This is an optimization exercise on Yosys and OpenROAD, whose aim is small area, a short achievable clock period and few clock cycles, not a production implementation.
Function was checked by simulation only, so behaviour that the tests miss may differ from the original.
Power is estimated from default activity; no workload was simulated.

wip/umber:
==> flow/design.v <==
module brr_aoi22 (input logic a, b, c, d, output logic y);
  assign y = !((a & b) | (c & d));
endmodule
module brr_nand2 (input logic a, b, output logic y);
  assign y = !(a & b);
endmodule
module brr_nand3 (input logic a, b, c, output logic y);
  assign y = !(a & b & c);
endmodule
module brr_nor2 (input logic a, b, output logic y);
  assign y = !(a | b);
endmodule
module brr_nor2b (input logic a, b, output logic y);
  assign y = !a & b;
endmodule
module brr_nor4 (input logic a, b, c, d, output logic y);
  assign y = !(a | b | c | d);
endmodule
module brr_err (
  input  logic [23:0] a,
  output logic        err
);
  logic [11:0] ok2;    
  logic [3:0]  bad6;   
  logic [1:0]  ok12;
  genvar i;
  generate
    for (i = 0; i < 12; i++) begin : g_ok2
      if (i == 10) begin : g_one
        brr_nor2b u (.a(a[2*i+1]), .b(a[2*i]), .y(ok2[i]));
      end else begin : g_zero
        brr_nor2 u (.a(a[2*i+1]), .b(a[2*i]), .y(ok2[i]));
      end
    end
    for (i = 0; i < 4; i++) begin : g_bad6
      brr_nand3 u (.a(ok2[3*i]), .b(ok2[3*i+1]), .c(ok2[3*i+2]), .y(bad6[i]));
    end
    for (i = 0; i < 2; i++) begin : g_ok12
      brr_nor2 u (.a(bad6[2*i]), .b(bad6[2*i+1]), .y(ok12[i]));
    end
  endgenerate
  brr_nand2 u_err (.a(ok12[0]), .b(ok12[1]), .y(err));
endmodule
module brr_or8w (
  input  logic [7:0] wl,
  input  logic [7:0] d,
  output logic       y
);
  assign y = |(wl & d);
endmodule
module brr_rdbit (
  input  logic [63:0] wl,
  input  logic [63:0] d,
  output logic        y
);
  logic [7:0] q;   
  logic [1:0] r;   
  genvar i;
  generate
    for (i = 0; i < 8; i++) begin : g_q
      brr_or8w u (.wl(wl[8*i +: 8]), .d(d[8*i +: 8]), .y(q[i]));
    end
    for (i = 0; i < 2; i++) begin : g_r
      brr_nor4 u (.a(q[4*i]), .b(q[4*i+1]), .c(q[4*i+2]), .d(q[4*i+3]), .y(r[i]));
    end
  endgenerate
  brr_nand2 u_y (.a(r[0]), .b(r[1]), .y(y));
endmodule
module bus_ram_responder #(
  parameter int          DEPTH       = 64,
  parameter logic [31:0] BASE_ADDR   = 32'h1000_0000,
  parameter int          WAIT_CYCLES = 0
) (
  input  logic        clk,
  input  logic        reset,
  input  logic        busReq,
  input  logic        busWe,
  input  logic [31:0] busAddr,
  input  logic [2:0]  busFunct3,
  input  logic [31:0] busWData,
  output logic [31:0] busRData,
  output logic        busReady,
  output logic        busErr
);
  localparam logic [31:0] SPAN = 32'(DEPTH * 4);
  logic [31:0] off;
  logic        in_range;
  logic [5:0]  idx;
  logic [1:0]  lo;
  logic [1:0]  size;
  logic [3:0]  be;
  logic [31:0] wr_data;
  logic        wr_en;
  logic [7:0]  hi_n;           
  logic [7:0]  lo_n [4];       
  logic [3:0]  wen [64];
  logic [31:0] mem [64];
  logic [31:0] rd_word;
  logic [31:0] load_data;
  logic [31:0] rd_q;
  logic        pend;
  assign off      = busAddr - BASE_ADDR;
  assign in_range = (off < SPAN);
  assign idx      = off[7:2];
  assign lo       = off[1:0];
  assign size     = busFunct3[1:0];
  always_comb begin
    case (size)
      2'b00: begin
        be      = 4'b0001 << lo;
        wr_data = {4{busWData[7:0]}};
      end
      2'b01: begin
        be      = lo[1] ? 4'b1100 : 4'b0011;
        wr_data = {2{busWData[15:0]}};
      end
      default: begin
        be      = 4'b1111;
        wr_data = busWData;
      end
    endcase
  end
  assign wr_en = busReq && busWe && in_range;
  always_comb begin
    for (int k = 0; k < 8; k++) begin
      hi_n[k] = !(wr_en && (idx[5:3] == 3'(k)));
      for (int g = 0; g < 4; g++) begin
        lo_n[g][k] = !((idx[2:0] == 3'(k)) && be[g]);
      end
    end
  end
  genvar gw, gg;
  generate
    for (gw = 0; gw < 64; gw++) begin : g_w
      for (gg = 0; gg < 4; gg++) begin : g_g
        brr_nor2 u_wen (.a(hi_n[gw / 8]), .b(lo_n[gg][gw % 8]), .y(wen[gw][gg]));
      end
    end
  endgenerate
  always_ff @(posedge clk) begin
    for (int i = 0; i < 64; i++) begin
      for (int g = 0; g < 4; g++) begin
        if (wen[i][g]) begin
          mem[i][8*g +: 8] <= wr_data[8*g +: 8];
        end
      end
    end
  end
  logic [7:0]  rhi_n;
  logic [7:0]  rlo_n;
  logic [63:0] wl;
  always_comb begin
    for (int k = 0; k < 8; k++) begin
      rhi_n[k] = !(idx[5:3] == 3'(k));
      rlo_n[k] = !(idx[2:0] == 3'(k));
    end
  end
  genvar gb;
  generate
    for (gw = 0; gw < 64; gw++) begin : g_wl
      brr_nor2 u (.a(rhi_n[gw / 8]), .b(rlo_n[gw % 8]), .y(wl[gw]));
    end
    for (gb = 0; gb < 32; gb++) begin : g_rd
      logic [63:0] col;
      for (gw = 0; gw < 64; gw++) begin : g_col
        assign col[gw] = mem[gw][gb];
      end
      brr_rdbit u_rd (.wl(wl), .d(col), .y(rd_word[gb]));
    end
  endgenerate
  logic is_b, is_h, is_w, sgn;
  logic [3:0] sel_d, sel_q;     
  logic [1:0] selh_d, selh_q;   
  logic       selw_d, selw_q;   
  logic [3:0] sgn_d, sgn_q;     
  logic [1:0] sgb_d, sgb_q;     
  assign is_b = (size == 2'b00);
  assign is_h = (size == 2'b01);
  assign is_w = size[1];
  assign sgn  = !busFunct3[2];
  assign sel_d[0]  = in_range && (is_w || (is_h && !lo[1]) || (is_b && (lo == 2'd0)));
  assign sel_d[1]  = in_range && is_b && (lo == 2'd1);
  assign sel_d[2]  = in_range && ((is_h && lo[1]) || (is_b && (lo == 2'd2)));
  assign sel_d[3]  = in_range && is_b && (lo == 2'd3);
  assign selh_d[0] = in_range && (is_w || (is_h && !lo[1]));
  assign selh_d[1] = in_range && is_h && lo[1];
  assign selw_d    = in_range && is_w;
  assign sgn_d[0]  = in_range && sgn && is_b && (lo == 2'd0);
  assign sgn_d[1]  = in_range && sgn && ((is_b && (lo == 2'd1)) || (is_h && !lo[1]));
  assign sgn_d[2]  = in_range && sgn && is_b && (lo == 2'd2);
  assign sgn_d[3]  = in_range && sgn && ((is_b && (lo == 2'd3)) || (is_h && lo[1]));
  assign sgb_d[0]  = in_range && sgn && is_b && (lo == 2'd1);
  assign sgb_d[1]  = in_range && sgn && is_b && (lo == 2'd3);
  always_ff @(posedge clk) begin
    rd_q   <= rd_word;
    sel_q  <= sel_d;
    selh_q <= selh_d;
    selw_q <= selw_d;
    sgn_q  <= sgn_d;
    sgb_q  <= sgb_d;
  end
  logic [2:0] sp, sq;
  genvar gs, gj;
  generate
    brr_aoi22 u_p0 (.a(sgn_q[0]), .b(rd_q[7]),  .c(sgb_q[0]), .d(rd_q[15]), .y(sp[0]));
    brr_aoi22 u_q0 (.a(sgn_q[2]), .b(rd_q[23]), .c(sgb_q[1]), .d(rd_q[31]), .y(sq[0]));
    for (gs = 1; gs < 3; gs++) begin : g_sign
      brr_aoi22 u_p (.a(sgn_q[0]), .b(rd_q[7]),  .c(sgn_q[1]), .d(rd_q[15]), .y(sp[gs]));
      brr_aoi22 u_q (.a(sgn_q[2]), .b(rd_q[23]), .c(sgn_q[3]), .d(rd_q[31]), .y(sq[gs]));
    end
    for (gj = 0; gj < 8; gj++) begin : g_b0
      logic x, z;
      brr_aoi22 u_x (.a(sel_q[0]), .b(rd_q[gj]),      .c(sel_q[1]), .d(rd_q[gj + 8]),  .y(x));
      brr_aoi22 u_z (.a(sel_q[2]), .b(rd_q[gj + 16]), .c(sel_q[3]), .d(rd_q[gj + 24]), .y(z));
      brr_nand2 u_o (.a(x), .b(z), .y(load_data[gj]));
    end
    for (gj = 8; gj < 16; gj++) begin : g_b1
      logic x;
      brr_aoi22 u_x (.a(selh_q[0]), .b(rd_q[gj]), .c(selh_q[1]), .d(rd_q[gj + 16]), .y(x));
      brr_nand3 u_o (.a(x), .b(sp[0]), .c(sq[0]), .y(load_data[gj]));
    end
    for (gj = 16; gj < 32; gj++) begin : g_b23
      logic x;
      brr_nand2 u_x (.a(selw_q), .b(rd_q[gj]), .y(x));
      brr_nand3 u_o (.a(x), .b(sp[gj / 8 - 1]), .c(sq[gj / 8 - 1]), .y(load_data[gj]));
    end
  endgenerate
  always_ff @(posedge clk or negedge reset) begin
    if (!reset) begin
      pend <= 1'b0;
    end else begin
      pend <= busReq && !busWe && !pend;
    end
  end
  brr_err u_err (.a(busAddr[31:8]), .err(busErr));
  assign busReady = busReq && reset && (busWe || pend);
  assign busRData = load_data;
endmodule
Settings: LEC_CHECK=0, CAP_MARGIN=20, CORE_MARGIN=2, CORE_UTILIZATION=55, CTS_CLUSTER_DIAMETER=100, CTS_CLUSTER_SIZE=25, PLACE_DENSITY=0.65, SETUP_SLACK_MARGIN=4.5, SLEW_MARGIN=70, SYNTH_HIERARCHICAL=1, SYNTH_MINIMUM_KEEP_SIZE=0; clock period 8.0 ns.
standard.sh (not shown) runs the stock make flow with config.mk's settings and CLKGATE_MAP_FILE= SYNTH_SCRIPT=/design/flow/synth_recipe.tcl, a recipe that flattens the netlist after the stock synthesis.
==> flow/flow/run.sh <==
#!/bin/bash
set -euo pipefail
bash standard.sh "BUFFER_PORTS_ARGS=-buffer_cell sky130_fd_sc_hd__buf_4" finish > flow_make.log 2>&1
wip/umber ended with every stage complete and zero timing, DRC or antenna violations.
Testbench counts of wip/umber, summed over its fixed seeds: cycles 48,063.
The inputs of wip/nickel differ from those of wip/umber as listed below.
Settings: swapping 70 for 45 in SLEW_MARGIN.
==> flow/flow/run.sh <==
#!/bin/bash
set -euo pipefail
bash standard.sh "BUFFER_PORTS_ARGS=-buffer_cell sky130_fd_sc_hd__buf_4" \
  "IO_CONSTRAINTS=$PWD/flow/io.tcl" finish > flow_make.log 2>&1
==> flow/flow/io.tcl (new file) <==
# Keep the pins of the paths with the shortest budget next to each other on
# the die edge: busAddr[31:8] -> busErr, and busReq/busWe -> busReady.
set_io_pin_constraint -group -order -pin_names {busAddr[8] busAddr[9] busAddr[10] busAddr[11] busAddr[12] busAddr[13] busAddr[14] busAddr[15] busAddr[16] busAddr[17] busAddr[18] busAddr[19] busErr busReady busReq busWe busAddr[20] busAddr[21] busAddr[22] busAddr[23] busAddr[24] busAddr[25] busAddr[26] busAddr[27] busAddr[28] busAddr[29] busAddr[30] busAddr[31]}
--- outcome ---
- wip/nickel vs wip/umber on routed wirelength normalized by instance count: wip/nickel is the higher one.
- The delay of the slowest cell on the worst path on wip/nickel is in line with that on wip/umber.
- wip/nickel ends up with higher met2 routed wirelength than wip/umber does.
- Comparing wip/umber with wip/nickel, the total area of sequential cells came out essentially unchanged.
- Clock-pin slew on the worst setup and hold paths delta (wip/umber -> wip/nickel): insignificant
- Compared with wip/umber, wip/nickel shows net count reported at finish that has gone down by a few percent.
- Between wip/umber and wip/nickel, the total power does not differ in any meaningful way.
- The run showing the smaller total track usage is wip/umber.
- Switching share of power was lower in wip/umber than in wip/nickel.
Here is what was changed in the inputs of wip/yarrow compared with wip/nickel.
Settings: a change of SETUP_SLACK_MARGIN from 4.5 to 4.3; a change of CORE_UTILIZATION from 55 to 60; a change of PLACE_DENSITY from 0.65 to 0.7.
## What came out
- wip/yarrow finished all stages; the layout is clean.
- Changes observed in wip/yarrow relative to wip/nickel: global-route wire length before repair shrank by 7.7%; number of buffers and inverters on the critical path down 1.
- Of wip/nickel and wip/yarrow, wip/nickel shows the lower clock period minus final worst setup slack, with wip/yarrow above it.
- Lower number of cells on the critical path was reported by wip/yarrow, not wip/nickel.
- wip/nickel consumes more power than wip/yarrow.
- Die: wip/yarrow smaller than wip/nickel
- Compared to wip/nickel, wip/yarrow has internal power of the cells 0.48% lower.
- Diff wip/nickel -> wip/yarrow | via count | decrease of about 2.4%
Input changes introduced in wip/violet (baseline for comparison: wip/yarrow):
Settings: PLACE_DENSITY now 0.65, was 0.7; CORE_UTILIZATION now 55, was 60; SETUP_SLACK_MARGIN now 4.5, was 4.3.
==> flow/flow/run.sh <==
#!/bin/bash
set -euo pipefail
bash standard.sh "BUFFER_PORTS_ARGS=-buffer_cell sky130_fd_sc_hd__buf_4" finish > flow_make.log 2>&1
removed: flow/flow/io.tcl
Notes after the runs:
For the routed length on met1, wip/violet came in 12% higher than wip/yarrow did.
wip/yarrow leaves less setup margin than wip/violet.
A timing startpoint of the critical path of busAddr[26] is what wip/yarrow shows, while busAddr[31] belongs to wip/violet.
Non-clock buffer count in the final layout delta for wip/violet relative to wip/yarrow: 62 higher
As far as compound-gate portion of the synthesized area goes, wip/violet and wip/yarrow are indistinguishable; the numbers are identical.
In the tables for wip/yarrow and wip/violet, part of the cycle the worst path needs reads higher with wip/yarrow.

[port drivers added, routing unchanged]
The flow's constraints put no driver on any port. The routed layouts listed below were extracted and timed again, unchanged, in two steps. Step 1, drivers: a clkbuf_16 drives clk and a buf_2 each remaining input, both assumed. Step 2 also shifts input and output timing later by t, the mid clock arrival at the registers, as if the neighbouring blocks saw the same clock. a / b / c = no drivers / after step 1 / after step 2; a / b = the first two.
run	shift t [ns]	setup WS [ns]	worst hold slack (ns)	worst setup path at the end
wip/umber	0.824	4.221 / 4.173 / 3.612	0.474 / 0.474 / 0.474	input to register
wip/nickel	0.825	4.217 / 4.175 / 3.619	0.433 / 0.433 / 0.433	input to register
wip/yarrow	0.798	4.147 / 4.070 / 3.272	0.444 / 0.444 / 0.444	input to register
wip/violet	0.828	4.206 / 4.160 / 3.586	0.457 / 0.457 / 0.457	input to register
After both steps setup and hold are still met in every run listed. For wip/yarrow, which loses most, drivers alone change the setup slack by -0.077 ns; drivers and shift together by -0.875 ns.
